Source: an optimization exercise on an open RTL-to-GDS flow (aim: small area, a short achievable clock period and few clock cycles). Production flows keep margins and buffers that such runs may drop.
In this exercise RTL edits were held to simulation tests only and were not proved equivalent to the original.

==> flow/design.v (outline; a module is shown in full before it is edited, if it fits) <==
// module zeta_rom: 139 lines
// module butterfly_unit: 818 lines
// module ntt_top: 227 lines
module ntt_top (
    input  logic        clk,
    input  logic        rst,
    input  logic        i_start,
    input  logic        i_mode,
    output logic        o_done,
    output logic        o_bram_a_we,
    output logic [7:0]  o_bram_a_addr,
    output logic [15:0] o_bram_a_wdata,
    output logic        o_bram_b_we,
    output logic [7:0]  o_bram_b_addr,
    output logic [15:0] o_bram_b_wdata,
    input  logic [15:0] i_bram_dout_a,
    input  logic [15:0] i_bram_dout_b
);
  // ...
==> flow/flow/run.sh <==
#!/bin/bash
# The standard layout, with the port buffers made of sky130_fd_sc_hd__buf_2
# cells instead of the resizer's default choice. Every port is still buffered.
set -euo pipefail
export BUFFER_PORTS_ARGS="-buffer_cell sky130_fd_sc_hd__buf_2"
bash standard.sh > standard.log 2>&1
==> flow/standard.sh <==
#!/bin/bash
# synth_recipe.tcl (not shown) runs the flow's synth.tcl, then flattens the netlist and writes it again
# the make line also repeats each setting of config.mk as NAME=value (left out here)
make -C /OpenROAD-flow-scripts/flow DESIGN_CONFIG=/design/flow/config.mk WORK_HOME=/design/flow/orfs CLKGATE_MAP_FILE= SYNTH_SCRIPT=/design/flow/synth_recipe.tcl "${@:-finish}"
==> flow/config.mk <==
export PLATFORM = sky130hd
export DESIGN_NAME = ntt_top
export DESIGN_NICKNAME = ntt_top
export VERILOG_FILES = /design/flow/design.v
export SDC_FILE = /design/flow/constraint.sdc
export NUM_CORES = 4
export LEC_CHECK = 0
export CAP_MARGIN = 20
export CORE_MARGIN = 2
export CORE_UTILIZATION = 45
export PLACE_DENSITY = 0.55
export SLEW_MARGIN = 20
==> flow/constraint.sdc <==
create_clock -name core_clock -period 13.5 [get_ports {clk}]
set_input_delay 2.7000 -clock core_clock [delete_from_list [all_inputs] [get_ports {clk}]]
set_output_delay 2.7000 -clock core_clock [all_outputs]
set_load 0.01 [all_outputs]
==> key figures, run 1 <==
Run status
  • Status: no timing/DRC/antenna violations

Drt
  • Met2 wire length: 26000 um
  • Final wirelength: 54000 um

Clocking
  • # clock sinks: 314
  • Clock Root Buffer: clkbuf_16
  • TritonCTS clock tree: done

Worst hold path
  • Worst Hold Class: reg2reg
  • Hold endpoint: u_bf.w2[1]$_DFF_P_

Worst setup path
  • CP required: 13.96 ns
  • Cells along the critical path: ha_1 -> inv_1 -> fa_1 -> inv_1 -> fa_1 -> ha_1 -> nor2b_1 -> o21ai_0 -> a21boi_0 -> o21ai_0 -> a21boi_0 -> o21ai_0 -> a21oi_1 -> o41ai_1 -> or4b_2 -> o211ai_1
  • Crit-path max cell delay: 0.78 ns
  • RR Endpoint: u_bf.t13[14]$_DFF_P_
  • Depth of the worst register-to-register path: 16

Cells and area
  • Post-route cell area: 23500 um^2
  • Antenna Cells: 1
  • Commonest non-fill, non-tap cell in the layout: inv_1
  • Util after Layout: 0.494
  • Number of flip-flops under the largest register name: 17
  • Area grow syn2layout: 8.95%
  • Commonest cells after routing, fill and taps aside: 305 x inv_1, 272 x dfxtp_1, 227 x nand2_1

Yosys
  • Synthesized instance count: 2424

Floorplan
  • # IOs: 87
  • # rows: 80

Timing
  • Min Tclk post-route: 4.78 ns
  • Final Hold Viols: 0
  • Clock skew: 0.0255 ns

Global route
  • First-pass GRT wire length: 87600 um
Testbench counts, summed over its fixed seeds: cycles 66,632.
==> module butterfly_unit, before the edit <==
module butterfly_unit (
    input  logic        clk,
    input  logic        i_inv,
    input  logic [11:0] i_u,
    input  logic [11:0] i_v,
    input  logic [11:0] i_z,
    output logic [11:0] o_r0,
    output logic [11:0] o_r1
);
    logic inv0, inv4;
    always_ff @(posedge clk) begin
        inv0 <= i_inv;
        inv4 <= inv0;
    end
    logic [12:0] x1, w1;
    logic [11:0] z1;
    always_ff @(posedge clk) begin
        x1 <= {1'b0, i_v} - {1'b0, i_u & {12{inv0}}};
        w1 <= {1'b0, i_u} + {1'b0, i_v & {12{inv0}}};
        z1 <= i_z;
    end
    logic [24:0] m_r0, m_r1;
    logic m_1;
    logic m_2;
    logic m_3;
    logic m_4;
    logic m_5;
    logic m_6;
    logic m_7;
    logic m_8;
    logic m_9;
    logic m_10;
    logic m_11;
    logic m_12;
    logic m_13;
    logic m_14;
    logic m_15;
    logic m_16;
    logic m_17;
    logic m_18;
    logic m_19;
    logic m_20;
    logic m_21;
    logic m_22;
    logic m_23;
    logic m_24;
    logic m_25;
    logic m_26;
    logic m_27;
    logic m_28;
    logic m_29;
    logic m_30;
    logic m_31;
    logic m_32;
    logic m_33;
    logic m_34;
    logic m_35;
    logic m_36;
    logic m_37;
    logic m_38;
    logic m_39;
    logic m_40;
    logic m_41;
    logic m_42;
    logic m_43;
    logic m_44;
    logic m_45;
    logic m_46;
    logic m_47;
    logic m_48;
    logic m_49;
    logic m_50;
    logic m_51;
    logic m_52;
    logic m_53;
    logic m_54;
    logic m_55;
    logic m_56;
    logic m_57;
    logic m_58;
    logic m_59;
    logic m_60;
    logic m_61;
    logic m_62;
    logic m_63;
    logic m_64;
    logic m_65;
    logic m_66;
    logic m_67;
    logic m_68;
    logic m_69;
    logic m_70;
    logic m_71;
    logic m_72;
    logic m_73;
    logic m_74;
    logic m_75;
    logic m_76;
    logic m_77;
    logic m_78;
    logic m_79;
    logic m_80;
    logic m_81;
    logic m_82;
    logic m_83;
    logic m_84;
    logic m_85;
    logic m_86;
    logic m_87;
    logic m_88;
    logic m_89;
    logic m_90;
    logic m_91;
    logic m_92;
    logic m_93;
    logic m_94;
    logic m_95;
    logic m_96;
    logic m_97;
    logic m_98;
    logic m_99;
    logic m_100;
    logic m_101;
    logic m_102;
    logic m_103;
    logic m_104;
    logic m_105;
    logic m_106;
    logic m_107;
    logic m_108;
    logic m_109;
    logic m_110;
    logic m_111;
    logic m_112;
    logic m_113;
    logic m_114;
    logic m_115;
    logic m_116;
    logic m_117;
    logic m_118;
    logic m_119;
    logic m_120;
    logic m_121;
    logic m_122;
    logic m_123;
    logic m_124;
    logic m_125;
    logic m_126;
    logic m_127;
    logic m_128;
    logic m_129;
    logic m_130;
    logic m_131;
    logic m_132;
    logic m_133;
    logic m_134;
    logic m_135;
    logic m_136;
    logic m_137;
    logic m_138;
    logic m_139;
    logic m_140;
    logic m_141;
    logic m_142;
    logic m_143;
    logic m_144;
    logic m_145;
    logic m_146;
    logic m_147;
    logic m_148;
    logic m_149;
    logic m_150;
    logic m_151;
    logic m_152;
    logic m_153;
    logic m_154;
    logic m_155;
    logic m_156;
    logic m_157;
    logic m_158;
    logic m_159;
    logic m_160;
    logic m_161;
    logic m_162;
    logic m_163;
    logic m_164;
    logic m_165;
    logic m_166;
    logic m_167;
    logic m_168;
    logic m_169;
    logic m_170;
    logic m_171;
    logic m_172;
    logic m_173;
    logic m_174;
    logic m_175;
    logic m_176;
    logic m_177;
    logic m_178;
    logic m_179;
    logic m_180;
    logic m_181;
    logic m_182;
    logic m_183;
    logic m_184;
    logic m_185;
    logic m_186;
    logic m_187;
    logic m_188;
    logic m_189;
    logic m_190;
    logic m_191;
    logic m_192;
    logic m_193;
    logic m_194;
    logic m_195;
    logic m_196;
    logic m_197;
    logic m_198;
    logic m_199;
    logic m_200;
    logic m_201;
    logic m_202;
    logic m_203;
    logic m_204;
    logic m_205;
    logic m_206;
    logic m_207;
    logic m_208;
    logic m_209;
    logic m_210;
    logic m_211;
    logic m_212;
    logic m_213;
    logic m_214;
    logic m_215;
    logic m_216;
    logic m_217;
    logic m_218;
    logic m_219;
    logic m_220;
    logic m_221;
    logic m_222;
    logic m_223;
    logic m_224;
    logic m_225;
    logic m_226;
    logic m_227;
    logic m_228;
    logic m_229;
    logic m_230;
    logic m_231;
    logic m_232;
    logic m_233;
    logic m_234;
    logic m_235;
    logic m_236;
    logic m_237;
    logic m_238;
    logic m_239;
    logic m_240;
    logic m_241;
    logic m_242;
    assign m_1 = (z1[0] & x1[9]) ^ (z1[1] & x1[8]);
    assign m_2 = (z1[0] & x1[9]) & (z1[1] & x1[8]);
    assign m_3 = (z1[0] & x1[10]) ^ (z1[1] & x1[9]) ^ (z1[2] & x1[8]);
    assign m_4 = ((z1[0] & x1[10]) & (z1[1] & x1[9])) | ((z1[0] & x1[10]) & (z1[2] & x1[8])) | ((z1[1] & x1[9]) & (z1[2] & x1[8]));
    assign m_5 = (z1[3] & x1[7]) ^ (z1[4] & x1[6]);
    assign m_6 = (z1[3] & x1[7]) & (z1[4] & x1[6]);
    assign m_7 = (z1[0] & x1[11]) ^ (z1[1] & x1[10]) ^ (z1[2] & x1[9]);
    assign m_8 = ((z1[0] & x1[11]) & (z1[1] & x1[10])) | ((z1[0] & x1[11]) & (z1[2] & x1[9])) | ((z1[1] & x1[10]) & (z1[2] & x1[9]));
    assign m_9 = (z1[3] & x1[8]) ^ (z1[4] & x1[7]) ^ (z1[5] & x1[6]);
    assign m_10 = ((z1[3] & x1[8]) & (z1[4] & x1[7])) | ((z1[3] & x1[8]) & (z1[5] & x1[6])) | ((z1[4] & x1[7]) & (z1[5] & x1[6]));
    assign m_11 = (z1[6] & x1[5]) ^ (z1[7] & x1[4]);
    assign m_12 = (z1[6] & x1[5]) & (z1[7] & x1[4]);
    assign m_13 = ~(z1[0] & x1[12]) ^ (z1[1] & x1[11]) ^ (z1[2] & x1[10]);
    assign m_14 = (~(z1[0] & x1[12]) & (z1[1] & x1[11])) | (~(z1[0] & x1[12]) & (z1[2] & x1[10])) | ((z1[1] & x1[11]) & (z1[2] & x1[10]));
    assign m_15 = (z1[3] & x1[9]) ^ (z1[4] & x1[8]) ^ (z1[5] & x1[7]);
    assign m_16 = ((z1[3] & x1[9]) & (z1[4] & x1[8])) | ((z1[3] & x1[9]) & (z1[5] & x1[7])) | ((z1[4] & x1[8]) & (z1[5] & x1[7]));
    assign m_17 = (z1[6] & x1[6]) ^ (z1[7] & x1[5]) ^ (z1[8] & x1[4]);
    assign m_18 = ((z1[6] & x1[6]) & (z1[7] & x1[5])) | ((z1[6] & x1[6]) & (z1[8] & x1[4])) | ((z1[7] & x1[5]) & (z1[8] & x1[4]));
    assign m_19 = (z1[9] & x1[3]) ^ (z1[10] & x1[2]);
    assign m_20 = (z1[9] & x1[3]) & (z1[10] & x1[2]);
    assign m_21 = ~(z1[1] & x1[12]) ^ (z1[2] & x1[11]) ^ (z1[3] & x1[10]);
    assign m_22 = (~(z1[1] & x1[12]) & (z1[2] & x1[11])) | (~(z1[1] & x1[12]) & (z1[3] & x1[10])) | ((z1[2] & x1[11]) & (z1[3] & x1[10]));
    assign m_23 = (z1[4] & x1[9]) ^ (z1[5] & x1[8]) ^ (z1[6] & x1[7]);
    assign m_24 = ((z1[4] & x1[9]) & (z1[5] & x1[8])) | ((z1[4] & x1[9]) & (z1[6] & x1[7])) | ((z1[5] & x1[8]) & (z1[6] & x1[7]));
    assign m_25 = (z1[7] & x1[6]) ^ (z1[8] & x1[5]) ^ (z1[9] & x1[4]);
    assign m_26 = ((z1[7] & x1[6]) & (z1[8] & x1[5])) | ((z1[7] & x1[6]) & (z1[9] & x1[4])) | ((z1[8] & x1[5]) & (z1[9] & x1[4]));
    assign m_27 = ~(z1[2] & x1[12]) ^ (z1[3] & x1[11]) ^ (z1[4] & x1[10]);
    assign m_28 = (~(z1[2] & x1[12]) & (z1[3] & x1[11])) | (~(z1[2] & x1[12]) & (z1[4] & x1[10])) | ((z1[3] & x1[11]) & (z1[4] & x1[10]));
    assign m_29 = (z1[5] & x1[9]) ^ (z1[6] & x1[8]) ^ (z1[7] & x1[7]);
    assign m_30 = ((z1[5] & x1[9]) & (z1[6] & x1[8])) | ((z1[5] & x1[9]) & (z1[7] & x1[7])) | ((z1[6] & x1[8]) & (z1[7] & x1[7]));
    assign m_31 = ~(z1[3] & x1[12]) ^ (z1[4] & x1[11]) ^ (z1[5] & x1[10]);
    assign m_32 = (~(z1[3] & x1[12]) & (z1[4] & x1[11])) | (~(z1[3] & x1[12]) & (z1[5] & x1[10])) | ((z1[4] & x1[11]) & (z1[5] & x1[10]));
    assign m_33 = (z1[0] & x1[6]) ^ (z1[1] & x1[5]);
    assign m_34 = (z1[0] & x1[6]) & (z1[1] & x1[5]);
    assign m_35 = (z1[0] & x1[7]) ^ (z1[1] & x1[6]) ^ (z1[2] & x1[5]);
    assign m_36 = ((z1[0] & x1[7]) & (z1[1] & x1[6])) | ((z1[0] & x1[7]) & (z1[2] & x1[5])) | ((z1[1] & x1[6]) & (z1[2] & x1[5]));
    assign m_37 = (z1[3] & x1[4]) ^ (z1[4] & x1[3]);
    assign m_38 = (z1[3] & x1[4]) & (z1[4] & x1[3]);
    assign m_39 = (z1[0] & x1[8]) ^ (z1[1] & x1[7]) ^ (z1[2] & x1[6]);
    assign m_40 = ((z1[0] & x1[8]) & (z1[1] & x1[7])) | ((z1[0] & x1[8]) & (z1[2] & x1[6])) | ((z1[1] & x1[7]) & (z1[2] & x1[6]));
    assign m_41 = (z1[3] & x1[5]) ^ (z1[4] & x1[4]) ^ (z1[5] & x1[3]);
    assign m_42 = ((z1[3] & x1[5]) & (z1[4] & x1[4])) | ((z1[3] & x1[5]) & (z1[5] & x1[3])) | ((z1[4] & x1[4]) & (z1[5] & x1[3]));
    assign m_43 = (z1[6] & x1[2]) ^ (z1[7] & x1[1]);
    assign m_44 = (z1[6] & x1[2]) & (z1[7] & x1[1]);
    assign m_45 = (z1[2] & x1[7]) ^ (z1[3] & x1[6]) ^ (z1[4] & x1[5]);
    assign m_46 = ((z1[2] & x1[7]) & (z1[3] & x1[6])) | ((z1[2] & x1[7]) & (z1[4] & x1[5])) | ((z1[3] & x1[6]) & (z1[4] & x1[5]));
    assign m_47 = (z1[5] & x1[4]) ^ (z1[6] & x1[3]) ^ (z1[7] & x1[2]);
    assign m_48 = ((z1[5] & x1[4]) & (z1[6] & x1[3])) | ((z1[5] & x1[4]) & (z1[7] & x1[2])) | ((z1[6] & x1[3]) & (z1[7] & x1[2]));
    assign m_49 = (z1[8] & x1[1]) ^ (z1[9] & x1[0]) ^ m_1;
    assign m_50 = ((z1[8] & x1[1]) & (z1[9] & x1[0])) | ((z1[8] & x1[1]) & m_1) | ((z1[9] & x1[0]) & m_1);
    assign m_51 = (z1[5] & x1[5]) ^ (z1[6] & x1[4]) ^ (z1[7] & x1[3]);
    assign m_52 = ((z1[5] & x1[5]) & (z1[6] & x1[4])) | ((z1[5] & x1[5]) & (z1[7] & x1[3])) | ((z1[6] & x1[4]) & (z1[7] & x1[3]));
    assign m_53 = (z1[8] & x1[2]) ^ (z1[9] & x1[1]) ^ (z1[10] & x1[0]);
    assign m_54 = ((z1[8] & x1[2]) & (z1[9] & x1[1])) | ((z1[8] & x1[2]) & (z1[10] & x1[0])) | ((z1[9] & x1[1]) & (z1[10] & x1[0]));
    assign m_55 = m_3 ^ m_5 ^ m_2;
    assign m_56 = (m_3 & m_5) | (m_3 & m_2) | (m_5 & m_2);
    assign m_57 = (z1[8] & x1[3]) ^ (z1[9] & x1[2]) ^ (z1[10] & x1[1]);
    assign m_58 = ((z1[8] & x1[3]) & (z1[9] & x1[2])) | ((z1[8] & x1[3]) & (z1[10] & x1[1])) | ((z1[9] & x1[2]) & (z1[10] & x1[1]));
    assign m_59 = (z1[11] & x1[0]) ^ m_7 ^ m_9;
    assign m_60 = ((z1[11] & x1[0]) & m_7) | ((z1[11] & x1[0]) & m_9) | (m_7 & m_9);
    assign m_61 = m_11 ^ m_4 ^ m_6;
    assign m_62 = (m_11 & m_4) | (m_11 & m_6) | (m_4 & m_6);
    assign m_63 = (z1[11] & x1[1]) ^ 1'b1 ^ m_13;
    assign m_64 = ((z1[11] & x1[1]) & 1'b1) | ((z1[11] & x1[1]) & m_13) | (1'b1 & m_13);
    assign m_65 = m_15 ^ m_17 ^ m_19;
    assign m_66 = (m_15 & m_17) | (m_15 & m_19) | (m_17 & m_19);
    assign m_67 = m_8 ^ m_10 ^ m_12;
    assign m_68 = (m_8 & m_10) | (m_8 & m_12) | (m_10 & m_12);
    assign m_69 = (z1[10] & x1[3]) ^ (z1[11] & x1[2]) ^ m_21;
    assign m_70 = ((z1[10] & x1[3]) & (z1[11] & x1[2])) | ((z1[10] & x1[3]) & m_21) | ((z1[11] & x1[2]) & m_21);
    assign m_71 = m_23 ^ m_25 ^ m_14;
    assign m_72 = (m_23 & m_25) | (m_23 & m_14) | (m_25 & m_14);
    assign m_73 = m_16 ^ m_18 ^ m_20;
    assign m_74 = (m_16 & m_18) | (m_16 & m_20) | (m_18 & m_20);
    assign m_75 = (z1[8] & x1[6]) ^ (z1[9] & x1[5]) ^ (z1[10] & x1[4]);
    assign m_76 = ((z1[8] & x1[6]) & (z1[9] & x1[5])) | ((z1[8] & x1[6]) & (z1[10] & x1[4])) | ((z1[9] & x1[5]) & (z1[10] & x1[4]));
    assign m_77 = (z1[11] & x1[3]) ^ m_27 ^ m_29;
    assign m_78 = ((z1[11] & x1[3]) & m_27) | ((z1[11] & x1[3]) & m_29) | (m_27 & m_29);
    assign m_79 = m_22 ^ m_24 ^ m_26;
    assign m_80 = (m_22 & m_24) | (m_22 & m_26) | (m_24 & m_26);
    assign m_81 = (z1[6] & x1[9]) ^ (z1[7] & x1[8]) ^ (z1[8] & x1[7]);
    assign m_82 = ((z1[6] & x1[9]) & (z1[7] & x1[8])) | ((z1[6] & x1[9]) & (z1[8] & x1[7])) | ((z1[7] & x1[8]) & (z1[8] & x1[7]));
    assign m_83 = (z1[9] & x1[6]) ^ (z1[10] & x1[5]) ^ (z1[11] & x1[4]);
    assign m_84 = ((z1[9] & x1[6]) & (z1[10] & x1[5])) | ((z1[9] & x1[6]) & (z1[11] & x1[4])) | ((z1[10] & x1[5]) & (z1[11] & x1[4]));
    assign m_85 = m_31 ^ m_28 ^ m_30;
    assign m_86 = (m_31 & m_28) | (m_31 & m_30) | (m_28 & m_30);
    assign m_87 = ~(z1[4] & x1[12]) ^ (z1[5] & x1[11]) ^ (z1[6] & x1[10]);
    assign m_88 = (~(z1[4] & x1[12]) & (z1[5] & x1[11])) | (~(z1[4] & x1[12]) & (z1[6] & x1[10])) | ((z1[5] & x1[11]) & (z1[6] & x1[10]));
    assign m_89 = (z1[7] & x1[9]) ^ (z1[8] & x1[8]) ^ (z1[9] & x1[7]);
    assign m_90 = ((z1[7] & x1[9]) & (z1[8] & x1[8])) | ((z1[7] & x1[9]) & (z1[9] & x1[7])) | ((z1[8] & x1[8]) & (z1[9] & x1[7]));
    assign m_91 = (z1[10] & x1[6]) ^ (z1[11] & x1[5]) ^ m_32;
    assign m_92 = ((z1[10] & x1[6]) & (z1[11] & x1[5])) | ((z1[10] & x1[6]) & m_32) | ((z1[11] & x1[5]) & m_32);
    assign m_93 = ~(z1[5] & x1[12]) ^ (z1[6] & x1[11]) ^ (z1[7] & x1[10]);
    assign m_94 = (~(z1[5] & x1[12]) & (z1[6] & x1[11])) | (~(z1[5] & x1[12]) & (z1[7] & x1[10])) | ((z1[6] & x1[11]) & (z1[7] & x1[10]));
    assign m_95 = (z1[8] & x1[9]) ^ (z1[9] & x1[8]) ^ (z1[10] & x1[7]);
    assign m_96 = ((z1[8] & x1[9]) & (z1[9] & x1[8])) | ((z1[8] & x1[9]) & (z1[10] & x1[7])) | ((z1[9] & x1[8]) & (z1[10] & x1[7]));
    assign m_97 = ~(z1[6] & x1[12]) ^ (z1[7] & x1[11]) ^ (z1[8] & x1[10]);
    assign m_98 = (~(z1[6] & x1[12]) & (z1[7] & x1[11])) | (~(z1[6] & x1[12]) & (z1[8] & x1[10])) | ((z1[7] & x1[11]) & (z1[8] & x1[10]));
    assign m_99 = (z1[0] & x1[4]) ^ (z1[1] & x1[3]);
    assign m_100 = (z1[0] & x1[4]) & (z1[1] & x1[3]);
    assign m_101 = (z1[0] & x1[5]) ^ (z1[1] & x1[4]) ^ (z1[2] & x1[3]);
    assign m_102 = ((z1[0] & x1[5]) & (z1[1] & x1[4])) | ((z1[0] & x1[5]) & (z1[2] & x1[3])) | ((z1[1] & x1[4]) & (z1[2] & x1[3]));
    assign m_103 = (z1[3] & x1[2]) ^ (z1[4] & x1[1]);
    assign m_104 = (z1[3] & x1[2]) & (z1[4] & x1[1]);
    assign m_105 = (z1[2] & x1[4]) ^ (z1[3] & x1[3]) ^ (z1[4] & x1[2]);
    assign m_106 = ((z1[2] & x1[4]) & (z1[3] & x1[3])) | ((z1[2] & x1[4]) & (z1[4] & x1[2])) | ((z1[3] & x1[3]) & (z1[4] & x1[2]));
    assign m_107 = (z1[5] & x1[1]) ^ (z1[6] & x1[0]) ^ m_33;
    assign m_108 = ((z1[5] & x1[1]) & (z1[6] & x1[0])) | ((z1[5] & x1[1]) & m_33) | ((z1[6] & x1[0]) & m_33);
    assign m_109 = (z1[5] & x1[2]) ^ (z1[6] & x1[1]) ^ (z1[7] & x1[0]);
    assign m_110 = ((z1[5] & x1[2]) & (z1[6] & x1[1])) | ((z1[5] & x1[2]) & (z1[7] & x1[0])) | ((z1[6] & x1[1]) & (z1[7] & x1[0]));
    assign m_111 = m_35 ^ m_37 ^ m_34;
    assign m_112 = (m_35 & m_37) | (m_35 & m_34) | (m_37 & m_34);
    assign m_113 = (z1[8] & x1[0]) ^ m_39 ^ m_41;
    assign m_114 = ((z1[8] & x1[0]) & m_39) | ((z1[8] & x1[0]) & m_41) | (m_39 & m_41);
    assign m_115 = m_43 ^ m_36 ^ m_38;
    assign m_116 = (m_43 & m_36) | (m_43 & m_38) | (m_36 & m_38);
    assign m_117 = m_45 ^ m_47 ^ m_49;
    assign m_118 = (m_45 & m_47) | (m_45 & m_49) | (m_47 & m_49);
    assign m_119 = m_40 ^ m_42 ^ m_44;
    assign m_120 = (m_40 & m_42) | (m_40 & m_44) | (m_42 & m_44);
    assign m_121 = m_51 ^ m_53 ^ m_55;
    assign m_122 = (m_51 & m_53) | (m_51 & m_55) | (m_53 & m_55);
    assign m_123 = m_46 ^ m_48 ^ m_50;
    assign m_124 = (m_46 & m_48) | (m_46 & m_50) | (m_48 & m_50);
    assign m_125 = m_57 ^ m_59 ^ m_61;
    assign m_126 = (m_57 & m_59) | (m_57 & m_61) | (m_59 & m_61);
    assign m_127 = m_52 ^ m_54 ^ m_56;
    assign m_128 = (m_52 & m_54) | (m_52 & m_56) | (m_54 & m_56);
    assign m_129 = m_63 ^ m_65 ^ m_67;
    assign m_130 = (m_63 & m_65) | (m_63 & m_67) | (m_65 & m_67);
    assign m_131 = m_58 ^ m_60 ^ m_62;
    assign m_132 = (m_58 & m_60) | (m_58 & m_62) | (m_60 & m_62);
    assign m_133 = m_69 ^ m_71 ^ m_73;
    assign m_134 = (m_69 & m_71) | (m_69 & m_73) | (m_71 & m_73);
    assign m_135 = m_64 ^ m_66 ^ m_68;
    assign m_136 = (m_64 & m_66) | (m_64 & m_68) | (m_66 & m_68);
    assign m_137 = m_75 ^ m_77 ^ m_79;
    assign m_138 = (m_75 & m_77) | (m_75 & m_79) | (m_77 & m_79);
    assign m_139 = m_70 ^ m_72 ^ m_74;
    assign m_140 = (m_70 & m_72) | (m_70 & m_74) | (m_72 & m_74);
    assign m_141 = m_81 ^ m_83 ^ m_85;
    assign m_142 = (m_81 & m_83) | (m_81 & m_85) | (m_83 & m_85);
    assign m_143 = m_76 ^ m_78 ^ m_80;
    assign m_144 = (m_76 & m_78) | (m_76 & m_80) | (m_78 & m_80);
    assign m_145 = m_87 ^ m_89 ^ m_91;
    assign m_146 = (m_87 & m_89) | (m_87 & m_91) | (m_89 & m_91);
    assign m_147 = m_82 ^ m_84 ^ m_86;
    assign m_148 = (m_82 & m_84) | (m_82 & m_86) | (m_84 & m_86);
    assign m_149 = (z1[11] & x1[6]) ^ m_93 ^ m_95;
    assign m_150 = ((z1[11] & x1[6]) & m_93) | ((z1[11] & x1[6]) & m_95) | (m_93 & m_95);
    assign m_151 = m_88 ^ m_90 ^ m_92;
    assign m_152 = (m_88 & m_90) | (m_88 & m_92) | (m_90 & m_92);
    assign m_153 = (z1[9] & x1[9]) ^ (z1[10] & x1[8]) ^ (z1[11] & x1[7]);
    assign m_154 = ((z1[9] & x1[9]) & (z1[10] & x1[8])) | ((z1[9] & x1[9]) & (z1[11] & x1[7])) | ((z1[10] & x1[8]) & (z1[11] & x1[7]));
    assign m_155 = m_97 ^ m_94 ^ m_96;
    assign m_156 = (m_97 & m_94) | (m_97 & m_96) | (m_94 & m_96);
    assign m_157 = ~(z1[7] & x1[12]) ^ (z1[8] & x1[11]) ^ (z1[9] & x1[10]);
    assign m_158 = (~(z1[7] & x1[12]) & (z1[8] & x1[11])) | (~(z1[7] & x1[12]) & (z1[9] & x1[10])) | ((z1[8] & x1[11]) & (z1[9] & x1[10]));
    assign m_159 = (z1[10] & x1[9]) ^ (z1[11] & x1[8]) ^ m_98;
    assign m_160 = ((z1[10] & x1[9]) & (z1[11] & x1[8])) | ((z1[10] & x1[9]) & m_98) | ((z1[11] & x1[8]) & m_98);
    assign m_161 = ~(z1[8] & x1[12]) ^ (z1[9] & x1[11]) ^ (z1[10] & x1[10]);
    assign m_162 = (~(z1[8] & x1[12]) & (z1[9] & x1[11])) | (~(z1[8] & x1[12]) & (z1[10] & x1[10])) | ((z1[9] & x1[11]) & (z1[10] & x1[10]));
    assign m_163 = (z1[0] & x1[3]) ^ (z1[1] & x1[2]);
    assign m_164 = (z1[0] & x1[3]) & (z1[1] & x1[2]);
    assign m_165 = (z1[2] & x1[2]) ^ (z1[3] & x1[1]) ^ (z1[4] & x1[0]);
    assign m_166 = ((z1[2] & x1[2]) & (z1[3] & x1[1])) | ((z1[2] & x1[2]) & (z1[4] & x1[0])) | ((z1[3] & x1[1]) & (z1[4] & x1[0]));
    assign m_167 = (z1[5] & x1[0]) ^ m_101 ^ m_103;
    assign m_168 = ((z1[5] & x1[0]) & m_101) | ((z1[5] & x1[0]) & m_103) | (m_101 & m_103);
    assign m_169 = m_105 ^ m_107 ^ m_102;
    assign m_170 = (m_105 & m_107) | (m_105 & m_102) | (m_107 & m_102);
    assign m_171 = m_109 ^ m_111 ^ m_106;
    assign m_172 = (m_109 & m_111) | (m_109 & m_106) | (m_111 & m_106);
    assign m_173 = m_113 ^ m_115 ^ m_110;
    assign m_174 = (m_113 & m_115) | (m_113 & m_110) | (m_115 & m_110);
    assign m_175 = m_117 ^ m_119 ^ m_114;
    assign m_176 = (m_117 & m_119) | (m_117 & m_114) | (m_119 & m_114);
    assign m_177 = m_121 ^ m_123 ^ m_118;
    assign m_178 = (m_121 & m_123) | (m_121 & m_118) | (m_123 & m_118);
    assign m_179 = m_125 ^ m_127 ^ m_122;
    assign m_180 = (m_125 & m_127) | (m_125 & m_122) | (m_127 & m_122);
    assign m_181 = m_129 ^ m_131 ^ m_126;
    assign m_182 = (m_129 & m_131) | (m_129 & m_126) | (m_131 & m_126);
    assign m_183 = m_133 ^ m_135 ^ m_130;
    assign m_184 = (m_133 & m_135) | (m_133 & m_130) | (m_135 & m_130);
    assign m_185 = m_137 ^ m_139 ^ m_134;
    assign m_186 = (m_137 & m_139) | (m_137 & m_134) | (m_139 & m_134);
    assign m_187 = m_141 ^ m_143 ^ m_138;
    assign m_188 = (m_141 & m_143) | (m_141 & m_138) | (m_143 & m_138);
    assign m_189 = m_145 ^ m_147 ^ m_142;
    assign m_190 = (m_145 & m_147) | (m_145 & m_142) | (m_147 & m_142);
    assign m_191 = m_149 ^ m_151 ^ m_146;
    assign m_192 = (m_149 & m_151) | (m_149 & m_146) | (m_151 & m_146);
    assign m_193 = m_153 ^ m_155 ^ m_150;
    assign m_194 = (m_153 & m_155) | (m_153 & m_150) | (m_155 & m_150);
    assign m_195 = m_157 ^ m_159 ^ m_154;
    assign m_196 = (m_157 & m_159) | (m_157 & m_154) | (m_159 & m_154);
    assign m_197 = (z1[11] & x1[9]) ^ m_161 ^ m_158;
    assign m_198 = ((z1[11] & x1[9]) & m_161) | ((z1[11] & x1[9]) & m_158) | (m_161 & m_158);
    assign m_199 = ~(z1[9] & x1[12]) ^ (z1[10] & x1[11]) ^ (z1[11] & x1[10]);
    assign m_200 = (~(z1[9] & x1[12]) & (z1[10] & x1[11])) | (~(z1[9] & x1[12]) & (z1[11] & x1[10])) | ((z1[10] & x1[11]) & (z1[11] & x1[10]));
    assign m_201 = (z1[0] & x1[2]) ^ (z1[1] & x1[1]);
    assign m_202 = (z1[0] & x1[2]) & (z1[1] & x1[1]);
    assign m_203 = (z1[2] & x1[1]) ^ (z1[3] & x1[0]) ^ m_163;
    assign m_204 = ((z1[2] & x1[1]) & (z1[3] & x1[0])) | ((z1[2] & x1[1]) & m_163) | ((z1[3] & x1[0]) & m_163);
    assign m_205 = m_99 ^ m_165 ^ m_164;
    assign m_206 = (m_99 & m_165) | (m_99 & m_164) | (m_165 & m_164);
    assign m_207 = m_100 ^ m_167 ^ m_166;
    assign m_208 = (m_100 & m_167) | (m_100 & m_166) | (m_167 & m_166);
    assign m_209 = m_104 ^ m_169 ^ m_168;
    assign m_210 = (m_104 & m_169) | (m_104 & m_168) | (m_169 & m_168);
    assign m_211 = m_108 ^ m_171 ^ m_170;
    assign m_212 = (m_108 & m_171) | (m_108 & m_170) | (m_171 & m_170);
    assign m_213 = m_112 ^ m_173 ^ m_172;
    assign m_214 = (m_112 & m_173) | (m_112 & m_172) | (m_173 & m_172);
    assign m_215 = m_116 ^ m_175 ^ m_174;
    assign m_216 = (m_116 & m_175) | (m_116 & m_174) | (m_175 & m_174);
    assign m_217 = m_120 ^ m_177 ^ m_176;
    assign m_218 = (m_120 & m_177) | (m_120 & m_176) | (m_177 & m_176);
    assign m_219 = m_124 ^ m_179 ^ m_178;
    assign m_220 = (m_124 & m_179) | (m_124 & m_178) | (m_179 & m_178);
    assign m_221 = m_128 ^ m_181 ^ m_180;
    assign m_222 = (m_128 & m_181) | (m_128 & m_180) | (m_181 & m_180);
    assign m_223 = m_132 ^ m_183 ^ m_182;
    assign m_224 = (m_132 & m_183) | (m_132 & m_182) | (m_183 & m_182);
    assign m_225 = m_136 ^ m_185 ^ m_184;
    assign m_226 = (m_136 & m_185) | (m_136 & m_184) | (m_185 & m_184);
    assign m_227 = m_140 ^ m_187 ^ m_186;
    assign m_228 = (m_140 & m_187) | (m_140 & m_186) | (m_187 & m_186);
    assign m_229 = m_144 ^ m_189 ^ m_188;
    assign m_230 = (m_144 & m_189) | (m_144 & m_188) | (m_189 & m_188);
    assign m_231 = m_148 ^ m_191 ^ m_190;
    assign m_232 = (m_148 & m_191) | (m_148 & m_190) | (m_191 & m_190);
    assign m_233 = m_152 ^ m_193 ^ m_192;
    assign m_234 = (m_152 & m_193) | (m_152 & m_192) | (m_193 & m_192);
    assign m_235 = m_156 ^ m_195 ^ m_194;
    assign m_236 = (m_156 & m_195) | (m_156 & m_194) | (m_195 & m_194);
    assign m_237 = m_160 ^ m_197 ^ m_196;
    assign m_238 = (m_160 & m_197) | (m_160 & m_196) | (m_197 & m_196);
    assign m_239 = m_162 ^ m_199 ^ m_198;
    assign m_240 = (m_162 & m_199) | (m_162 & m_198) | (m_199 & m_198);
    assign m_241 = ~(z1[10] & x1[12]) ^ (z1[11] & x1[11]) ^ m_200;
    assign m_242 = (~(z1[10] & x1[12]) & (z1[11] & x1[11])) | (~(z1[10] & x1[12]) & m_200) | ((z1[11] & x1[11]) & m_200);
    assign m_r0 = {1'b1, ~(z1[11] & x1[12]), m_241, m_239, m_237, m_235, m_233, m_231, m_229, m_227, m_225, m_223, m_221, m_219, m_217, m_215, m_213, m_211, m_209, m_207, m_205, m_203, (z1[2] & x1[0]), (z1[0] & x1[1]), (z1[0] & x1[0])};
    assign m_r1 = {1'b0, m_242, m_240, m_238, m_236, m_234, m_232, m_230, m_228, m_226, m_224, m_222, m_220, m_218, m_216, m_214, m_212, m_210, m_208, m_206, m_204, m_202, m_201, (z1[1] & x1[0]), 1'b0};
    logic [8:0]  lo_c;
    assign lo_c = {1'b0, m_r0[7:0]} + {1'b0, m_r1[7:0]};
    logic [7:0]  plo2;
    logic        c82;
    logic [16:0] sh2, ch2;
    logic [12:0] w2;
    always_ff @(posedge clk) begin
        plo2 <= lo_c[7:0];
        c82  <= lo_c[8];
        sh2  <= m_r0[24:8];
        ch2  <= m_r1[24:8];
        w2   <= w1;
    end
    logic [16:0] a_r0, a_r1;
    logic a_1;
    logic a_2;
    logic a_3;
    logic a_4;
    logic a_5;
    logic a_6;
    logic a_7;
    logic a_8;
    logic a_9;
    logic a_10;
    logic a_11;
    logic a_12;
    logic a_13;
    logic a_14;
    logic a_15;
    logic a_16;
    logic a_17;
    logic a_18;
    logic a_19;
    logic a_20;
    logic a_21;
    logic a_22;
    logic a_23;
    logic a_24;
    logic a_25;
    logic a_26;
    logic a_27;
    logic a_28;
    logic a_29;
    logic a_30;
    logic a_31;
    logic a_32;
    logic a_33;
    logic a_34;
    logic a_35;
    logic a_36;
    logic a_37;
    logic a_38;
    logic a_39;
    logic a_40;
    logic a_41;
    logic a_42;
    logic a_43;
    logic a_44;
    logic a_45;
    logic a_46;
    logic a_47;
    logic a_48;
    logic a_49;
    logic a_50;
    logic a_51;
    logic a_52;
    logic a_53;
    logic a_54;
    logic a_55;
    logic a_56;
    logic a_57;
    logic a_58;
    logic a_59;
    logic a_60;
    logic a_61;
    logic a_62;
    logic a_63;
    logic a_64;
    logic a_65;
    logic a_66;
    logic a_67;
    logic a_68;
    logic a_69;
    logic a_70;
    logic a_71;
    logic a_72;
    logic a_73;
    logic a_74;
    logic a_75;
    logic a_76;
    logic a_77;
    logic a_78;
    logic a_79;
    logic a_80;
    logic a_81;
    logic a_82;
    logic a_83;
    logic a_84;
    logic a_85;
    logic a_86;
    logic a_87;
    logic a_88;
    logic a_89;
    logic a_90;
    assign a_1 = sh2[0] ^ ch2[0];
    assign a_2 = sh2[0] & ch2[0];
    assign a_3 = sh2[1] ^ ch2[1];
    assign a_4 = sh2[1] & ch2[1];
    assign a_5 = sh2[2] ^ ch2[2];
    assign a_6 = sh2[2] & ch2[2];
    assign a_7 = sh2[3] ^ ch2[3] ^ ~plo2[0];
    assign a_8 = (sh2[3] & ch2[3]) | (sh2[3] & ~plo2[0]) | (ch2[3] & ~plo2[0]);
    assign a_9 = ~plo2[1] ^ ~plo2[3];
    assign a_10 = ~plo2[1] & ~plo2[3];
    assign a_11 = sh2[4] ^ ch2[4] ^ ~plo2[1];
    assign a_12 = (sh2[4] & ch2[4]) | (sh2[4] & ~plo2[1]) | (ch2[4] & ~plo2[1]);
    assign a_13 = ~plo2[2] ^ ~plo2[4] ^ 1'b1;
    assign a_14 = (~plo2[2] & ~plo2[4]) | (~plo2[2] & 1'b1) | (~plo2[4] & 1'b1);
    assign a_15 = sh2[5] ^ ch2[5] ^ ~plo2[2];
    assign a_16 = (sh2[5] & ch2[5]) | (sh2[5] & ~plo2[2]) | (ch2[5] & ~plo2[2]);
    assign a_17 = ~plo2[3] ^ ~plo2[5];
    assign a_18 = ~plo2[3] & ~plo2[5];
    assign a_19 = sh2[6] ^ ch2[6] ^ ~plo2[3];
    assign a_20 = (sh2[6] & ch2[6]) | (sh2[6] & ~plo2[3]) | (ch2[6] & ~plo2[3]);
    assign a_21 = ~plo2[4] ^ ~plo2[6];
    assign a_22 = ~plo2[4] & ~plo2[6];
    assign a_23 = sh2[7] ^ ch2[7] ^ ~plo2[4];
    assign a_24 = (sh2[7] & ch2[7]) | (sh2[7] & ~plo2[4]) | (ch2[7] & ~plo2[4]);
    assign a_25 = ~plo2[5] ^ ~plo2[7];
    assign a_26 = ~plo2[5] & ~plo2[7];
    assign a_27 = sh2[8] ^ ch2[8] ^ ~plo2[5];
    assign a_28 = (sh2[8] & ch2[8]) | (sh2[8] & ~plo2[5]) | (ch2[8] & ~plo2[5]);
    assign a_29 = ~plo2[6] ^ 1'b1;
    assign a_30 = ~plo2[6] & 1'b1;
    assign a_31 = sh2[9] ^ ch2[9] ^ ~plo2[6];
    assign a_32 = (sh2[9] & ch2[9]) | (sh2[9] & ~plo2[6]) | (ch2[9] & ~plo2[6]);
    assign a_33 = c82 ^ ~plo2[0];
    assign a_34 = c82 & ~plo2[0];
    assign a_35 = ~plo2[1] ^ 1'b1 ^ a_3;
    assign a_36 = (~plo2[1] & 1'b1) | (~plo2[1] & a_3) | (1'b1 & a_3);
    assign a_37 = ~plo2[0] ^ ~plo2[2] ^ a_5;
    assign a_38 = (~plo2[0] & ~plo2[2]) | (~plo2[0] & a_5) | (~plo2[2] & a_5);
    assign a_39 = 1'b1 ^ a_7 ^ a_9;
    assign a_40 = (1'b1 & a_7) | (1'b1 & a_9) | (a_7 & a_9);
    assign a_41 = a_11 ^ a_13 ^ a_8;
    assign a_42 = (a_11 & a_13) | (a_11 & a_8) | (a_13 & a_8);
    assign a_43 = a_15 ^ a_17 ^ a_12;
    assign a_44 = (a_15 & a_17) | (a_15 & a_12) | (a_17 & a_12);
    assign a_45 = a_19 ^ a_21 ^ a_16;
    assign a_46 = (a_19 & a_21) | (a_19 & a_16) | (a_21 & a_16);
    assign a_47 = a_23 ^ a_25 ^ a_20;
    assign a_48 = (a_23 & a_25) | (a_23 & a_20) | (a_25 & a_20);
    assign a_49 = a_27 ^ a_29 ^ a_24;
    assign a_50 = (a_27 & a_29) | (a_27 & a_24) | (a_29 & a_24);
    assign a_51 = ~plo2[7] ^ a_31 ^ a_28;
    assign a_52 = (~plo2[7] & a_31) | (~plo2[7] & a_28) | (a_31 & a_28);
    assign a_53 = sh2[10] ^ ch2[10] ^ ~plo2[7];
    assign a_54 = (sh2[10] & ch2[10]) | (sh2[10] & ~plo2[7]) | (ch2[10] & ~plo2[7]);
    assign a_55 = sh2[11] ^ ch2[11];
    assign a_56 = sh2[11] & ch2[11];
    assign a_57 = 1'b1 ^ a_1;
    assign a_58 = 1'b1 & a_1;
    assign a_59 = a_2 ^ a_35 ^ a_34;
    assign a_60 = (a_2 & a_35) | (a_2 & a_34) | (a_35 & a_34);
    assign a_61 = a_4 ^ a_37 ^ a_36;
    assign a_62 = (a_4 & a_37) | (a_4 & a_36) | (a_37 & a_36);
    assign a_63 = a_6 ^ a_39 ^ a_38;
    assign a_64 = (a_6 & a_39) | (a_6 & a_38) | (a_39 & a_38);
    assign a_65 = a_10 ^ a_41 ^ a_40;
    assign a_66 = (a_10 & a_41) | (a_10 & a_40) | (a_41 & a_40);
    assign a_67 = a_14 ^ a_43 ^ a_42;
    assign a_68 = (a_14 & a_43) | (a_14 & a_42) | (a_43 & a_42);
    assign a_69 = a_18 ^ a_45 ^ a_44;
    assign a_70 = (a_18 & a_45) | (a_18 & a_44) | (a_45 & a_44);
    assign a_71 = a_22 ^ a_47 ^ a_46;
    assign a_72 = (a_22 & a_47) | (a_22 & a_46) | (a_47 & a_46);
    assign a_73 = a_26 ^ a_49 ^ a_48;
    assign a_74 = (a_26 & a_49) | (a_26 & a_48) | (a_49 & a_48);
    assign a_75 = a_30 ^ a_51 ^ a_50;
    assign a_76 = (a_30 & a_51) | (a_30 & a_50) | (a_51 & a_50);
    assign a_77 = a_32 ^ a_53 ^ a_52;
    assign a_78 = (a_32 & a_53) | (a_32 & a_52) | (a_53 & a_52);
    assign a_79 = 1'b1 ^ a_55 ^ a_54;
    assign a_80 = (1'b1 & a_55) | (1'b1 & a_54) | (a_55 & a_54);
    assign a_81 = sh2[12] ^ ch2[12] ^ a_56;
    assign a_82 = (sh2[12] & ch2[12]) | (sh2[12] & a_56) | (ch2[12] & a_56);
    assign a_83 = sh2[13] ^ ch2[13] ^ 1'b1;
    assign a_84 = (sh2[13] & ch2[13]) | (sh2[13] & 1'b1) | (ch2[13] & 1'b1);
    assign a_85 = sh2[14] ^ ch2[14];
    assign a_86 = sh2[14] & ch2[14];
    assign a_87 = sh2[15] ^ ch2[15] ^ 1'b1;
    assign a_88 = (sh2[15] & ch2[15]) | (sh2[15] & 1'b1) | (ch2[15] & 1'b1);
    assign a_89 = sh2[16] ^ ch2[16];
    assign a_90 = sh2[16] & ch2[16];
    assign a_r0 = {a_89, a_87, a_85, a_83, a_81, a_79, a_77, a_75, a_73, a_71, a_69, a_67, a_65, a_63, a_61, a_59, a_33};
    assign a_r1 = {a_88, a_86, a_84, a_82, a_80, a_78, a_76, a_74, a_72, a_70, a_68, a_66, a_64, a_62, a_60, a_58, a_57};
    logic [16:0] t13;
    logic [12:0] w3;
    always_ff @(posedge clk) begin
        t13 <= a_r0 + a_r1;
        w3  <= w2;
    end
    logic [11:0] b_r0, b_r1;
    logic b_1;
    logic b_2;
    logic b_3;
    logic b_4;
    logic b_5;
    logic b_6;
    logic b_7;
    logic b_8;
    logic b_9;
    logic b_10;
    logic b_11;
    logic b_12;
    logic b_13;
    logic b_14;
    logic b_15;
    logic b_16;
    logic b_17;
    logic b_18;
    logic b_19;
    logic b_20;
    logic b_21;
    logic b_22;
    logic b_23;
    logic b_24;
    logic b_25;
    logic b_26;
    logic b_27;
    logic b_28;
    logic b_29;
    logic b_30;
    logic b_31;
    logic b_32;
    logic b_33;
    logic b_34;
    logic b_35;
    logic b_36;
    logic b_37;
    logic b_38;
    logic b_39;
    logic b_40;
    logic b_41;
    logic b_42;
    assign b_1 = t13[11] ^ ~t13[0];
    assign b_2 = t13[11] & ~t13[0];
    assign b_3 = t13[12] ^ ~t13[1];
    assign b_4 = t13[12] & ~t13[1];
    assign b_5 = t13[13] ^ ~t13[2];
    assign b_6 = t13[13] & ~t13[2];
    assign b_7 = t13[14] ^ ~t13[3];
    assign b_8 = t13[14] & ~t13[3];
    assign b_9 = t13[15] ^ ~t13[4];
    assign b_10 = t13[15] & ~t13[4];
    assign b_11 = t13[10] ^ ~t13[0];
    assign b_12 = t13[10] & ~t13[0];
    assign b_13 = ~t13[1] ^ ~t13[3] ^ 1'b1;
    assign b_14 = (~t13[1] & ~t13[3]) | (~t13[1] & 1'b1) | (~t13[3] & 1'b1);
    assign b_15 = ~t13[2] ^ ~t13[4] ^ b_3;
    assign b_16 = (~t13[2] & ~t13[4]) | (~t13[2] & b_3) | (~t13[4] & b_3);
    assign b_17 = ~t13[3] ^ ~t13[5] ^ b_5;
    assign b_18 = (~t13[3] & ~t13[5]) | (~t13[3] & b_5) | (~t13[5] & b_5);
    assign b_19 = ~t13[4] ^ ~t13[6] ^ b_7;
    assign b_20 = (~t13[4] & ~t13[6]) | (~t13[4] & b_7) | (~t13[6] & b_7);
    assign b_21 = ~t13[5] ^ ~t13[7] ^ b_9;
    assign b_22 = (~t13[5] & ~t13[7]) | (~t13[5] & b_9) | (~t13[7] & b_9);
    assign b_23 = t13[16] ^ ~t13[5] ^ ~t13[6];
    assign b_24 = (t13[16] & ~t13[5]) | (t13[16] & ~t13[6]) | (~t13[5] & ~t13[6]);
    assign b_25 = t13[9] ^ ~t13[1];
    assign b_26 = t13[9] & ~t13[1];
    assign b_27 = ~t13[2] ^ 1'b1 ^ b_11;
    assign b_28 = (~t13[2] & 1'b1) | (~t13[2] & b_11) | (1'b1 & b_11);
    assign b_29 = b_1 ^ b_13 ^ b_12;
    assign b_30 = (b_1 & b_13) | (b_1 & b_12) | (b_13 & b_12);
    assign b_31 = b_2 ^ b_15 ^ b_14;
    assign b_32 = (b_2 & b_15) | (b_2 & b_14) | (b_15 & b_14);
    assign b_33 = b_4 ^ b_17 ^ b_16;
    assign b_34 = (b_4 & b_17) | (b_4 & b_16) | (b_17 & b_16);
    assign b_35 = b_6 ^ b_19 ^ b_18;
    assign b_36 = (b_6 & b_19) | (b_6 & b_18) | (b_19 & b_18);
    assign b_37 = b_8 ^ b_21 ^ b_20;
    assign b_38 = (b_8 & b_21) | (b_8 & b_20) | (b_21 & b_20);
    assign b_39 = b_10 ^ b_23 ^ b_22;
    assign b_40 = (b_10 & b_23) | (b_10 & b_22) | (b_23 & b_22);
    assign b_41 = ~t13[6] ^ ~t13[7] ^ b_24;
    assign b_42 = (~t13[6] & ~t13[7]) | (~t13[6] & b_24) | (~t13[7] & b_24);
    assign b_r0 = {1'b0, ~t13[7], b_41, b_39, b_37, b_35, b_33, b_31, b_29, b_27, 1'b1, t13[8]};
    assign b_r1 = {1'b0, b_42, b_40, b_38, b_36, b_34, b_32, b_30, b_28, b_26, b_25, ~t13[0]};
    logic [11:0] t4;
    logic [12:0] w4;
    always_ff @(posedge clk) begin
        t4 <= b_r0 + b_r1;
        w4 <= w3;
    end
    logic [13:0] y05, y15;
    always_ff @(posedge clk) begin
        y05 <= {1'b0, w4} + {2'b00, t4 & {12{~inv4}}};
        y15 <= inv4 ? {2'b00, t4} : ({1'b0, w4} + 14'd6658 - {2'b00, t4});
    end
    function automatic logic [11:0] mod3q(input logic [13:0] y);
        logic [11:0] k;
        k = (y >= 14'd6658) ? 12'(6658) : ((y >= 14'd3329) ? 12'd3329 : 12'd0);
        mod3q = y[11:0] - k;
    endfunction
    always_ff @(posedge clk) begin
        o_r0 <= mod3q(y05);
        o_r1 <= mod3q(y15);
    end
endmodule
==> run 2, diff against run 1 <==
--- a/flow/design.v
+++ b/flow/design.v
@@ -846,10 +846,16 @@
     assign a_90 = sh2[16] & ch2[16];
     assign a_r0 = {a_89, a_87, a_85, a_83, a_81, a_79, a_77, a_75, a_73, a_71, a_69, a_67, a_65, a_63, a_61, a_59, a_33};
     assign a_r1 = {a_88, a_86, a_84, a_82, a_80, a_78, a_76, a_74, a_72, a_70, a_68, a_66, a_64, a_62, a_60, a_58, a_57};
+    logic [8:0]  t1_lo, t1_h0, t1_h1;
+    logic [9:0]  t1_h1w;
+    assign t1_lo  = {1'b0, a_r0[7:0]} + {1'b0, a_r1[7:0]};
+    assign t1_h0  = a_r0[16:8] + a_r1[16:8];
+    assign t1_h1w = {a_r0[16:8], 1'b1} + {a_r1[16:8], 1'b1};
+    assign t1_h1  = t1_h1w[9:1];
     logic [16:0] t13;
     logic [12:0] w3;
     always_ff @(posedge clk) begin
-        t13 <= a_r0 + a_r1;
+        t13 <= {t1_lo[8] ? t1_h1 : t1_h0, t1_lo[7:0]};
         w3  <= w2;
     end
     logic [11:0] b_r0, b_r1;
==> run 2 against run 1 <==
Effect of this change: first-iteration DRC count grew 37%; clock skew decreased by 0.0033 ns; non-clock buffer count is 4 lower; die area rose by 1.4%; sequential cell count is the same; setup slack better by 0.68 ns; register-to-register slack better by 0.68 ns; highest routed layer unchanged; clock-buffer cell count grew 3; worst hold slack better by 0.0041 ns; maximum frequency grew 17%; still clean; critical path type unchanged; final cell count is 0.95% higher.
==> key figures, run 2 <==
Run status
  • Status: no timing/DRC/antenna violations (unchanged)

Floorplan
  • Die W: 224 um (was 223 um)
  • Core ar.: 47800 um^2 (was 47500 um^2)
  • Initial Utilization: 0.457 (was 0.454)
  • Die Y: 224 um (was 223 um)
  • Die area: 50400 um^2 (was 49700 um^2)
  • # rows: 80 (unchanged)
  • # IOs: 87 (unchanged)

Cells and area
  • Proportion of layout cells with a drive suffix above 1: 0.0835 (was 0.0862)
  • Commonest cells after routing, fill and taps aside: 307 x inv_1, 269 x dfxtp_1, 229 x nand2_1 (was 305 x inv_1, 272 x dfxtp_1, 227 x nand2_1)
  • Multi-input gate area: 13500 um^2 (was 13200 um^2)
  • Commonest non-fill, non-tap cell in the layout: inv_1 (unchanged)
  • Post-route cell area: 23900 um^2 (was 23500 um^2)
  • Number of flip-flops under the largest register name: 17 (unchanged)
  • Top Registers: u_bf.t13: 17 flops, u_bf.ch2: 16 flops, u_bf.sh2: 16 flops (unchanged)
  • Register area: 6680 um^2 (about the same)
  • Area grow syn2layout: 9.31% (was 8.95%)
  • # nets final: 2802 (was 2771)
  • Antenna Cells: 0 (was 1)
  • Most flop-heavy register: u_bf.t13 (unchanged)
  • Fill count: 4544 (was 4569)

Clocking
  • Clock transition at the registers of the reported paths: 0.06 ns (about the same)
  • TritonCTS clock tree: done (unchanged)
  • Clock Root Buffer: clkbuf_16 (unchanged)
  • Post-CTS Hold Fix Bufs: 0 (unchanged)
  • CTS Buffer Depth: 3 (unchanged)
  • Number of buffers created by CTS: 38 (was 36)
  • # clock sinks: 314 (unchanged)
  • Post-CTS Setup Bufs: 0 (unchanged)
  • Clock Latency Late Sink: 0.55 ns (was 0.54 ns)
  • Cts repair resizes: 0 (unchanged)
  • H-tree depth: 2 (unchanged)

Global route
  • Total GRT Usage: 0.219 (was 0.220)
  • Largest net degree at the start of global routing: 89 (was 56)
  • Initial antenna violation count: 1 (was 0)
  • First-pass GRT wire length: 88300 um (was 87600 um)
  • Grt ovf: 0 (unchanged)
  • Vias in the first global route: 16600 (was 16500)

Timing
  • Slew Limit Fails: 0 (unchanged)
  • Rel. slew slack: 0.411 (was 0.322)
  • Setup ws final: 9.39 ns (was 8.72 ns)
  • Min Tclk post-route: 4.11 ns (was 4.78 ns)
  • Period Utilization, post-route: 0.304 (was 0.354)
  • Total negative slack: 0 ns (unchanged)
  • RSZ-0062 raised after global routing: no (unchanged)
  • Setup-failing EPs final: 0 (unchanged)
  • Actual slew at the worst max-slew pin: 0.883 ns (was 1.01 ns)
  • Clock skew: 0.0222 ns (was 0.0255 ns)
  • Fmax: 244 MHz (was 209 MHz)
  • Hold WS: 0.313 ns (was 0.309 ns)
  • Final Hold Viols: 0 (unchanged)

Yosys
  • Synth Flop Type: dfxtp_1 (unchanged)
  • Most common cell in the synthesized netlist: inv_1 (unchanged)
  • Synthesized instance count: 2464 (was 2424)
  • Number of flops mapped to enable cells by yosys: 37 (unchanged)
  • Netlist area before placement: 21900 um^2 (was 21600 um^2)
  • Top cells by area, synth: dfxtp_1 25%, fa_1 14%, ha_1 9.1% (was dfxtp_1 25%, fa_1 14%, ha_1 9.2%)
  • Post-synth top cells: 307 x inv_1, 273 x dfxtp_1, 229 x nand2_1 (was 305 x inv_1, 273 x dfxtp_1, 227 x nand2_1)
  • Synth area leader: dfxtp_1 (unchanged)
  • Synth Warn #: 3 (unchanged)
  • Sequential share of the synthesized area: 0.305 (was 0.310)
  • Distinct cells, synth: 84 (was 81)
  • Synth top area share: 0.250 (was 0.253)
  • Synth Register Bits: 314 (unchanged)
  • Ys async rst share: 0.0127 (unchanged)
  • Syn Area/Cell: 8.88 um^2 (was 8.90 um^2)

Worst setup path
  • Depth of the worst register-to-register path: 7 (was 16)
  • CP required: 13.90 ns (was 13.96 ns)
  • CP Class: reg2reg (unchanged)
  • WP data arrival: 4.51 ns (was 5.25 ns)
  • CP endpoint: u_bf.z1[5]$_DFF_P_ (was u_bf.t13[14]$_DFF_P_)
  • Max FO, Critical Path: 19 (was 5)
  • RR Endpoint: u_bf.z1[5]$_DFF_P_ (was u_bf.t13[14]$_DFF_P_)
  • Startpoint Class: flip-flop (unchanged)
  • Worst reg2reg startpoint: zi_q[1]$_DFF_P_ (was u_bf.ch2[2]$_DFF_P_)
  • CP startpoint: zi_q[1]$_DFF_P_ (was u_bf.ch2[2]$_DFF_P_)
  • Critical Path End Type: flip-flop (unchanged)
  • R2R Setup Slk: 9.39 ns (was 8.72 ns)

Placed design
  • Placer Congestion: 0.925 (was 0.917)
  • Post-DP HPWL: 39600 um (was 39900 um)
  • Post-Place Setup Slack: 9.48 ns (was 8.71 ns)
  • Post-DP Area: 22500 um^2 (was 22300 um^2)
  • IO Port Bufs: 70 (unchanged)

Drt
  • Vias per Instance: 5.39 (was 5.41)
  • 1st-iter DRT viols: 1518 (was 1106)
  • DR DRC count: 0 (unchanged)
  • Final wirelength: 54200 um (was 54000 um)
  • Total number of vias: 16700 (was 16600)
  • Final ANT Viol Nets: 0 (unchanged)
  • Drt first pass iters: 5 (was 6)
  • DR WL/cell: 17.5 um (was 17.6 um)

Worst hold path
  • Worst Hold Class: reg2reg (unchanged)

Job
  • Total of max-cap violations: 0 (unchanged)
## run 2: changes by cell type in the layout (fill, tap and decap cells not counted), sizes merged, moves of 6 or more
cell	change
a21boi	-7
xnor2	+6
a211oi	+19
nand3	-11
a211o	+7
a221oi	+6
and3	+6
## run 2: stage by stage
step | std cells | utilization
after global placement | 3025 | 0.471
after floorplan | 2471 | -
after CTS | 3094 | 0.500
final | 3094 | 0.500
after global routing | 3094 | 0.500
after detailed placement | 3025 | 0.471
## run 2: worst max-delay path, stage by stage (launching register included)
cell      delay [ns]
dfxtp_1         0.85
clkinv_1        0.76
ha_1            0.72
o21ai_0         0.48
o21ai_0         0.19
mux4_2          0.49
o21ai_0         0.35
o21ai_0         0.12
## run 2: area by class of cell
cell class                      count  share of cell area
Clock buffer                       51              0.0461
Multi-Input combinational cell   1701               0.563
Sequential cell                   314               0.279
Inverter                          311              0.0488
Clock inverter                     18              0.0118
Timing Repair Buffer               84              0.0190
Tap cell                          615              0.0322
## run 2: worst min path at each step
stage	cells after the start	to	slack [ns]	start
after floorplan	0	u_bf.w2[0]$_DFF_P_	0.31	u_bf.w1[0]$_DFF_P_
after global placement	0	u_bf.w2[8]$_DFF_P_	0.31	u_bf.w1[8]$_DFF_P_
after detailed placement	0	u_bf.w2[0]$_DFF_P_	0.31	u_bf.w1[0]$_DFF_P_
after CTS	0	u_bf.w4[5]$_DFF_P_	0.31	u_bf.w3[5]$_DFF_P_
after global routing	0	u_bf.w3[2]$_DFF_P_	0.32	u_bf.w2[2]$_DFF_P_
final	0	u_bf.w3[2]$_DFF_P_	0.31	u_bf.w2[2]$_DFF_P_
## run 2: cell families (layout without fill, tap and decap cells)
logic type	count (synthesis)	after routing	share of synthesized area
AOI/OAI and AO/OA	510	510	0.148
xor gates and xnor gates	101	101	0.0404
adders and majority gates	316	316	0.235
buffers and inverters	456	464	0.0813
DFF	314	314	0.305
muxes	69	69	0.0367
other	1	8	0.000171
and+or+nand+nor	697	697	0.153
## run 2: per-layer routing
layer  GRT usage  vias to the layer above  share of wire
li1            -                     8177              -
met1       0.292                     7956           0.45
met3      0.0285                       73          0.047
met5           0                        -              0
met4      0.0634                        0          0.022
met2       0.373                      459           0.48
Testbench counts of run 2, summed over its fixed seeds: cycles 66,632.

separate check: timing with driven ports:
No port has a modelled driver above. Below, the same layouts with a new extraction and two added sets of constraints.
Step 1 sets driving cells, clkbuf_16 on the clock port and buf_2 on the other inputs (assumed; they add their load-dependent delay and slew).
Step 2 moves the port delays by t, midway between the first and last clock arrival at a register: inputs arrive t later, outputs are due t later. That takes back most of the time a late clock gives input paths.
a / b / c = ideal / step 1 / step 2; a / b = the first two.
run | t, ns | slack for setup (ns) | worst register clock-pin slew, ns
run 1 | 0.588 | 8.717 / 8.717 / 8.717 | 0.06 / 0.06
run 2 | 0.591 | 9.395 / 9.395 / 9.395 | 0.06 / 0.06
After both steps every run listed still meets setup and hold.
